Context: an optimization exercise on an open-source flow, tuned for small area, a short achievable clock period and few clock cycles per item. The choices shown serve that exercise and are no tape-out recipe. At most, simulation tests tie the RTL to the original design; equivalence was not proved. Power is estimated from default activity; no workload was simulated.

oak:
==> module dedup_fifo_queue, before the edit <==
module dedup_fifo_queue #(
    parameter int unsigned QUEUE_DEPTH = 16
) (
    input  logic               i_clk,
    input  logic               i_rst_n,
    input  logic               i_in_valid,
    output logic               o_in_ready,
    input  logic [1:0]         i_in_opcode,
    input  logic [31:0]        i_in_value,
    output logic               o_out_valid,
    input  logic               i_out_ready,
    output logic [2:0]         o_out_status,
    output logic [31:0]        o_out_value,
    output logic [4:0]         o_out_count
);
    localparam int unsigned D  = 16;
    localparam int unsigned DW = dfq_pkg::DATA_W;
    logic          r_valid;
    logic [1:0]    r_op;
    logic [DW-1:0] r_val;
    logic [D-1:0]  r_match;   
    logic          r_eqp;     
    logic          r_lenq;    
    logic          p_valid;
    logic [2:0]    p_status;
    logic          o_valid;
    logic [2:0]    o_status;
    logic [DW-1:0] o_value;
    logic [4:0]    o_count;
    logic [DW-1:0] mem [D];
    logic [D-1:0]  vld;
    logic [3:0]    head, tail;
    logic [4:0]    count;
    logic          ready;
    assign ready      = !p_valid;
    assign o_in_ready = ready;
    logic full, empty, dup, enq_try, enq_ok, deq_ok, is_uniq, is_deq, is_clr;
    logic [3:0]   last_slot;
    logic [D-1:0] match;
    assign last_slot = tail - 4'd1;
    always_comb begin
        for (int i = 0; i < D; i++)
            match[i] = vld[i] && r_match[i] && !(r_lenq && last_slot == 4'(i));
    end
    assign full    = count[4];
    assign empty   = (count == 5'd0);
    assign dup     = (|match) || (r_lenq && r_eqp);
    assign is_uniq = (r_op == 2'd0);
    assign is_deq  = (r_op == 2'd2);
    assign is_clr  = (r_op == 2'd3);
    assign enq_try = !r_op[1];
    assign enq_ok  = enq_try && !full && !(is_uniq && dup);
    assign deq_ok  = is_deq && !empty;
    logic [2:0] r_status;
    logic [4:0] r_count;
    always_comb begin
        if (is_clr)                r_status = 3'd5;
        else if (is_deq)           r_status = empty ? 3'd3 : 3'd4;
        else if (is_uniq && dup)   r_status = 3'd1;
        else if (full)             r_status = 3'd2;
        else                       r_status = 3'd0;
        if (is_clr)                r_count = 5'd0;
        else if (enq_ok)           r_count = count + 5'd1;
        else if (deq_ok)           r_count = count - 5'd1;
        else                       r_count = count;
    end
    logic hazard;
    assign hazard = p_valid && (p_status == 3'd4) && (count == 5'd15);
    logic o_can_load, go;
    assign o_can_load = !o_valid || i_out_ready;
    assign go = r_valid && (p_valid ? (o_can_load && !(hazard && enq_try)) : 1'b1);
    logic wr;
    assign wr = enq_try && !full && !hazard;
    always_ff @(posedge i_clk) begin
        for (int i = 0; i < D; i++) begin
            if (wr && tail == 4'(i)) mem[i] <= r_val;
        end
    end
    always_ff @(posedge i_clk) begin
        if (!i_rst_n) begin
            vld   <= '0;
            head  <= '0;
            tail  <= '0;
            count <= '0;
        end else if (go) begin
            count <= r_count;
            if (is_clr) begin
                vld  <= '0;
                head <= '0;
                tail <= '0;
            end else begin
                if (enq_ok) begin
                    vld[tail] <= 1'b1;
                    tail      <= tail + 4'd1;
                end
                if (deq_ok) begin
                    vld[head] <= 1'b0;
                    head      <= head + 4'd1;
                end
            end
        end
    end
    always_ff @(posedge i_clk) begin
        if (!i_rst_n)   r_valid <= 1'b0;
        else if (ready) r_valid <= i_in_valid;
        else if (go)    r_valid <= 1'b0;
    end
    logic [D-1:0] in_match;
    always_comb begin
        for (int i = 0; i < D; i++) in_match[i] = (mem[i] == i_in_value);
    end
    always_ff @(posedge i_clk) begin
        if (ready) begin
            r_op    <= i_in_opcode;
            r_val   <= i_in_value;
            r_match <= in_match;
            r_eqp   <= (i_in_value == r_val);
            r_lenq  <= go && enq_ok;
        end
    end
    always_ff @(posedge i_clk) begin
        if (!i_rst_n)     p_valid <= 1'b0;
        else if (p_valid) p_valid <= o_can_load ? go : 1'b1;
        else              p_valid <= r_valid && !o_can_load;
    end
    always_ff @(posedge i_clk) begin
        if (!p_valid || o_can_load) p_status <= r_status;
    end
    logic [3:0]    rd_idx;
    logic          rd_en;
    logic [DW-1:0] rd_val;
    assign rd_idx = p_valid ? head - 4'd1 : head;
    assign rd_en  = p_valid ? (p_status == 3'd4) : deq_ok;
    always_comb begin
        rd_val = '0;
        for (int i = 0; i < D; i++) begin
            if (rd_en && rd_idx == 4'(i)) rd_val = rd_val | mem[i];
        end
    end
    always_ff @(posedge i_clk) begin
        if (!i_rst_n)        o_valid <= 1'b0;
        else if (o_can_load) o_valid <= p_valid || r_valid;
    end
    always_ff @(posedge i_clk) begin
        if (o_can_load) begin
            o_status <= p_valid ? p_status : r_status;
            o_count  <= p_valid ? count : r_count;
            o_value  <= rd_val;
        end
    end
    assign o_out_valid  = o_valid;
    assign o_out_status = o_status;
    assign o_out_value  = o_value;
    assign o_out_count  = o_count;
endmodule
==> flow/config.mk <==
export PLATFORM = sky130hd
export DESIGN_NAME = dedup_fifo_queue
export DESIGN_NICKNAME = dedup_fifo_queue
export VERILOG_FILES = /design/flow/design.v
export SDC_FILE = /design/flow/constraint.sdc
export NUM_CORES = 4
export LEC_CHECK = 0
export ABC_CLOCK_PERIOD_IN_PS = 2700
export CAP_MARGIN = 20
export CORE_MARGIN = 2
export CORE_UTILIZATION = 50
export PLACE_DENSITY = 0.65
export SETUP_SLACK_MARGIN = 3.3
export SLEW_MARGIN = 40
==> flow/constraint.sdc <==
create_clock -name core_clock -period 6.0 [get_ports {i_clk}]
set_input_delay 1.2000 -clock core_clock [delete_from_list [all_inputs] [get_ports {i_clk}]]
set_output_delay 1.2000 -clock core_clock [all_outputs]
set_load 0.01 [all_outputs]
run.sh (not shown) runs the stock make flow with config.mk's settings and CLKGATE_MAP_FILE= SYNTH_SCRIPT=/design/flow/synth_recipe.tcl, a recipe that flattens the netlist after the stock synthesis.
Inputs modified between oak and pine:
--- a/flow/design.v
+++ b/flow/design.v
@@ -49,15 +49,12 @@
 );
     localparam int unsigned D  = 16;
     localparam int unsigned DW = dfq_pkg::DATA_W;
     logic          r_valid;
     logic [1:0]    r_op;
     logic [DW-1:0] r_val;
-    logic [D-1:0]  r_match;   
-    logic          r_eqp;     
-    logic          r_lenq;    
     logic          p_valid;
     logic [2:0]    p_status;
     logic          o_valid;
     logic [2:0]    o_status;
     logic [DW-1:0] o_value;
     logic [4:0]    o_count;
@@ -66,22 +63,19 @@
     logic [3:0]    head, tail;
     logic [4:0]    count;
     logic          ready;
     assign ready      = !p_valid;
     assign o_in_ready = ready;
     logic full, empty, dup, enq_try, enq_ok, deq_ok, is_uniq, is_deq, is_clr;
-    logic [3:0]   last_slot;
     logic [D-1:0] match;
-    assign last_slot = tail - 4'd1;
     always_comb begin
-        for (int i = 0; i < D; i++)
-            match[i] = vld[i] && r_match[i] && !(r_lenq && last_slot == 4'(i));
+        for (int i = 0; i < D; i++) match[i] = vld[i] && (mem[i] == r_val);
     end
     assign full    = count[4];
     assign empty   = (count == 5'd0);
-    assign dup     = (|match) || (r_lenq && r_eqp);
+    assign dup     = |match;
     assign is_uniq = (r_op == 2'd0);
     assign is_deq  = (r_op == 2'd2);
     assign is_clr  = (r_op == 2'd3);
     assign enq_try = !r_op[1];
     assign enq_ok  = enq_try && !full && !(is_uniq && dup);
     assign deq_ok  = is_deq && !empty;
@@ -136,23 +130,16 @@
     end
     always_ff @(posedge i_clk) begin
         if (!i_rst_n)   r_valid <= 1'b0;
         else if (ready) r_valid <= i_in_valid;
         else if (go)    r_valid <= 1'b0;
     end
-    logic [D-1:0] in_match;
-    always_comb begin
-        for (int i = 0; i < D; i++) in_match[i] = (mem[i] == i_in_value);
-    end
     always_ff @(posedge i_clk) begin
         if (ready) begin
-            r_op    <= i_in_opcode;
-            r_val   <= i_in_value;
-            r_match <= in_match;
-            r_eqp   <= (i_in_value == r_val);
-            r_lenq  <= go && enq_ok;
+            r_op  <= i_in_opcode;
+            r_val <= i_in_value;
         end
     end
     always_ff @(posedge i_clk) begin
         if (!i_rst_n)     p_valid <= 1'b0;
         else if (p_valid) p_valid <= o_can_load ? go : 1'b1;
         else              p_valid <= r_valid && !o_can_load;
==> comparison <==
- pine against oak: sequential share of layout area decreased 4.3 points, share of power burned in the clock network essentially unchanged.
- Looking only at part of the Yosys area used for sequential elements, and setting everything else aside, the higher value of pine and oak goes to oak.
- pine vs oak: smallest hold slack up
- pine ended up with a lower number of multi-input logic gates than oak did.
- NOTE: setup slack in pine falls short of that of oak
- | die extent in x | higher: oak |
- pine ends up with a worst-case register-to-register setup slack that is 0.40 ns lower than in oak.
- In pine, the area after synthesis came out 2.5% below the value in oak.
- pine against oak: instance count of the mapped netlist lower; relative contribution of sequential cells to total power down 1.2 points.
- Between pine and oak, relative slew slack is lower for oak, pine comes in above that.
- Run comparison: pine top routing layer in use met5; oak top routing layer in use met4
Testbench counts of pine, summed over its fixed seeds: cycles 9,616, items 9,600.
Only the layout flow was run in oak; the RTL was not checked for function there.

-- what the ideal ports hide --
How much do the figures lean on ideal ports? The routed layouts below were timed once more, with nothing changed but the port constraints.
Step 1: set_driving_cell puts a clkbuf_16 on i_clk and a buf_2 on each other input, an assumption about the parent block.
Step 2 adds t to the input delays and takes it off the output delays; t is the mean of the earliest and latest rising clock arrival at the registers after step 1. Input paths then give back, and output paths get back, about the clock's delay inside the block.
Three values: ideal, step 1, step 2; two values: the first two.
run	t (ns)	slack for setup (ns)	latest minus earliest clock arrival (ns)
oak	0.683	3.109 / 3.109 / 2.585	0.030 / 0.030
pine	0.682	2.709 / 2.709 / 2.340	0.025 / 0.026
After both steps every run listed still meets setup and hold. The setup slack of oak, which loses most, moves by 0.000 ns with the drivers and by -0.524 ns with both steps.
